Context: an optimization exercise on an open-source flow, tuned for small area and a short achievable clock period. The choices shown serve that exercise and are no tape-out recipe. Only simulation tests tie the RTL to the original design; equivalence was not proved. No activity file was given, so power comes from the tool's default toggle rates.

## v10
==> flow/design.v (excerpt) <==
module sobel_conv_top (
  input  logic        clk_main_a0,
  input  logic        rst_main_n_sync,
  input  logic        awvalid,
  input  logic [31:0] awaddr,
  output logic        awready,
  input  logic        wvalid,
  input  logic [31:0] wdata,
  output logic        wready,
  output logic        bvalid,
  output logic [1:0]  bresp,
  input  logic        bready,
  input  logic        arvalid,
  input  logic [31:0] araddr,
  output logic        arready,
  output logic        rvalid,
  output logic [31:0] rdata,
  output logic [1:0]  rresp,
  input  logic        rready,
  input  logic [15:0] vdip,
  output logic [15:0] vled
);
Size in the first run: about 180 flip-flops, ~180 I/O pins, ~0.0083 mm² of cells after synthesis.
make LEC_CHECK=0 ABC_CLOCK_PERIOD_IN_PS=3300 CAP_MARGIN=20 CORE_MARGIN=2 CORE_UTILIZATION=60 CTS_BUF_LIST='sky130_fd_sc_hd__clkbuf_4 sky130_fd_sc_hd__clkbuf_8' SETUP_SLACK_MARGIN=3.6 SLEW_MARGIN=20 finish   # period 7.0 ns
run.sh (not shown) runs the stock make flow with config.mk's settings and CLKGATE_MAP_FILE= SYNTH_SCRIPT=/design/flow/synth_recipe.tcl, a recipe that flattens the netlist after the stock synthesis.
Looking at the reports, v10 completed the entire flow and the layout it produced met the timing, design-rule and antenna checks.
Edits applied to the flow inputs when going from v10 to v49:
Settings: clearing ABC_CLOCK_PERIOD_IN_PS, which used to be 3300; clearing CTS_BUF_LIST, which used to be sky130_fd_sc_hd__clkbuf_4 sky130_fd_sc_hd__clkbuf_8; swapping 60 for 40 in CORE_UTILIZATION.
## What came out
Delta (v49 minus v10): final critical path time including I/O delays and setup saw a decrease, design area saw an increase, synthesized flop and latch total saw little to no change, maximum frequency saw an increase, global routing usage summed across all routing layers saw a decrease. Between v49 and v10, the cell depth of the worst flop-to-flop path is lower for v49. Against v10, v49 reports a power that is lower. v10 → v49: total of fill cells in the finished design climbed 140%; sequential share of layout area dropped 0.27 points; full die area climbed 0.0071 mm².
#### Input delta (v11 over v49)
Settings: removing SETUP_SLACK_MARGIN (formerly 3.6).
### Flow results
Of v49 and v11, the lower total of clock buffers placed in the layout belongs to v11.
Met1 wire length (v11 vs. v49) decreases by a few percent
v11 against v49: cell-internal power now smaller, hold slack now larger, number of standard cells in the final layout excluding fillers now smaller, final cell area excluding filler cells now smaller, first-pass GRT wire length now smaller.
v11 vs. v49: shortest clock period the worst path allows after layout went up by 0.52 ns; total power consumption of the routed design went down by about 7%; final standard cell utilization of the core went down by 1.8 points.

* * *

Setup of job 5848:
sobel_conv_top, a different RTL version from the one above (not shown whole).
For scale: roughly 200 flip-flops, about 8500 um2 of cells after synthesis.
clock: 7.0 ns
lec_check: 0
cap_margin: 20
core_margin: 2
core_utilization: 40
setup_slack_margin: 3.75
slew_margin: 20
synth_hierarchical: 1
standard.sh (not shown) runs the stock make flow with config.mk's settings and CLKGATE_MAP_FILE= SYNTH_SCRIPT=/design/flow/synth_recipe.tcl, a recipe that flattens the netlist after the stock synthesis.
==> flow/flow/run.sh <==
#!/bin/bash
# The standard layout (standard.sh, unchanged synthesis and steps) with two
# placement/CTS options changed:
#  - port buffers are sky130_fd_sc_hd__buf_1 instead of the default pick
#  - clock tree built from clkbuf_4/clkbuf_8 without dummy loads
set -o pipefail
export BUFFER_PORTS_ARGS="-buffer_cell sky130_fd_sc_hd__buf_1"
export CTS_ARGS="-sink_clustering_enable -repair_clock_nets -dont_use_dummy_load -buf_list {sky130_fd_sc_hd__clkbuf_4 sky130_fd_sc_hd__clkbuf_8}"
bash standard.sh > standard.log 2>&1
status=$?
cp -r orfs/logs orfs_logs 2>/dev/null
exit $status
Job 5848 reached the final stage; the timing, design-rule and antenna checks on its layout passed.
What job 6228 does differently from job 5848 at the input level:
# job 5848
export LEC_CHECK = 0
export CAP_MARGIN = 20
export CORE_MARGIN = 2
export CORE_UTILIZATION = 40
export SETUP_SLACK_MARGIN = 3.75
export SLEW_MARGIN = 20
export SYNTH_HIERARCHICAL = 1
create_clock -name core_clock -period 7.0 [get_ports {clk_main_a0}]
# job 6228
export LEC_CHECK = 0
export CAP_MARGIN = 20
export CORE_MARGIN = 2
export CORE_UTILIZATION = 55
export PLACE_DENSITY = 0.8
export SETUP_SLACK_MARGIN = 3.75
export SLEW_MARGIN = 20
export SYNTH_HIERARCHICAL = 1
create_clock -name core_clock -period 7.0 [get_ports {clk_main_a0}]
## What came out
Looking at the reports, job 6228 completed the entire flow and the layout it produced met the timing, design-rule and antenna checks. Job 6228 — setup slack at placement 3.5 ps higher, job 5848 as reference. Per the comparison of job 6228 with job 5848, final total power climbed 1.4%, met3 routed wirelength climbed about 9%.
> inputs changed (job 6228 -> job 3298)
# job 6228
export LEC_CHECK = 0
export CAP_MARGIN = 20
export CORE_MARGIN = 2
export CORE_UTILIZATION = 55
export PLACE_DENSITY = 0.8
export SETUP_SLACK_MARGIN = 3.75
export SLEW_MARGIN = 20
export SYNTH_HIERARCHICAL = 1
create_clock -name core_clock -period 7.0 [get_ports {clk_main_a0}]
# job 3298
export LEC_CHECK = 0
export CAP_MARGIN = 20
export CORE_MARGIN = 2
export CORE_UTILIZATION = 65
export PLACE_DENSITY = 0.9
export SETUP_SLACK_MARGIN = 3.75
export SLEW_MARGIN = 20
export SYNTH_HIERARCHICAL = 1
create_clock -name core_clock -period 7.0 [get_ports {clk_main_a0}]
## What came out
Of job 3298 and job 6228, it is job 3298 that has the higher met3 track demand over resource in global routing. Count of clock-buffer cells in the layout: job 3298 vs job 6228 identical. The ratio of total power to cell area of job 3298 and that of job 6228 are within noise of each other. Re worst hold slack: job 6228 and job 3298 aren't equal, and the lower value belongs to job 6228. Die span in y in job 3298 is 10 um lower than in job 6228. Between job 3298 and job 6228, the cell area after layout does not differ in any meaningful way. Number of well taps was higher in job 6228 than in job 3298. Diff job 6228 and job 3298: count of placed standard cells including taps lower in job 3298.
The following lists how job 6016 was set up differently from job 3298:
# job 3298
export LEC_CHECK = 0
export CAP_MARGIN = 20
export CORE_MARGIN = 2
export CORE_UTILIZATION = 65
export PLACE_DENSITY = 0.9
export SETUP_SLACK_MARGIN = 3.75
export SLEW_MARGIN = 20
export SYNTH_HIERARCHICAL = 1
create_clock -name core_clock -period 7.0 [get_ports {clk_main_a0}]
# job 6016
export LEC_CHECK = 0
export CAP_MARGIN = 20
export CORE_MARGIN = 2
export CORE_UTILIZATION = 40
export SETUP_SLACK_MARGIN = 3.95
export SLEW_MARGIN = 20
export SYNTH_HIERARCHICAL = 1
create_clock -name core_clock -period 7.0 [get_ports {clk_main_a0}]
Results
- For job 3298 and job 6016, there was not a single run that failed to finish clean.
- Going from job 3298 to job 6016, non-clock buffer count in the final layout went up 6; sequential share of cell area went down 1.5 points; power per cell area went down 7.5 nW/um2; time the final worst path needs with I/O delays and setup went down 75 ps; fmax went up 6.9 MHz.
- Worst hold slack: job 6016 vs job 3298, no meaningful difference
- On via count, the lower figure sits with job 6016, not job 3298.
- In job 6016 relative to job 3298, wire length had gone down by a few percent.
- Taking job 6016 as 1.0, job 3298 lands at 0.896 on number of instances in the placed design.
- Job 6016 has more setup slack than job 3298.

-- what the ideal ports hide --
The flow's constraints put no driver on any port. The routed layouts listed below were extracted and timed again, unchanged, in two steps.
Step 1 assumes that a clkbuf_16 drives the clock port and a buf_2 every other input.
Step 2 also shifts input and output timing later by t, the mid clock arrival at the registers, as if the neighbouring blocks saw the same clock.
Slacks: ideal ports / drivers / drivers and shift; pairs: ideal ports / drivers.
| run | t (ns) | setup WS [ns] | hold WS [ns] | worst register clock-pin slew, ns | pins driven straight from the clock port |
|---|---|---|---|---|---|
| v10 | 0.484 | 2.953 / 2.953 / 2.953 | 0.436 / 0.436 / 0.436 | 0.09 / 0.09 | 1 |
| v49 | 0.463 | 3.037 / 3.037 / 3.037 | 0.429 / 0.429 / 0.429 | 0.07 / 0.07 | 1 |
| v11 | 0.478 | 2.514 / 2.514 / 2.514 | 0.435 / 0.435 / 0.435 | 0.07 / 0.07 | 1 |
| job 5848 | 0.479 | 3.710 / 3.671 / 3.809 | 0.375 / 0.375 / 0.375 | 0.09 / 0.09 | 1 |
| job 6228 | 0.482 | 3.765 / 3.727 / 3.787 | 0.361 / 0.361 / 0.361 | 0.10 / 0.10 | 1 |
| job 3298 | 0.491 | 3.679 / 3.644 / 3.558 | 0.379 / 0.379 / 0.379 | 0.10 / 0.10 | 1 |
| job 6016 | 0.488 | 3.754 / 3.715 / 3.857 | 0.381 / 0.381 / 0.381 | 0.10 / 0.10 | 1 |
After both steps every run listed still meets setup and hold. For job 3298, which loses most, drivers alone change the setup slack by -0.035 ns; drivers and shift together by -0.121 ns.
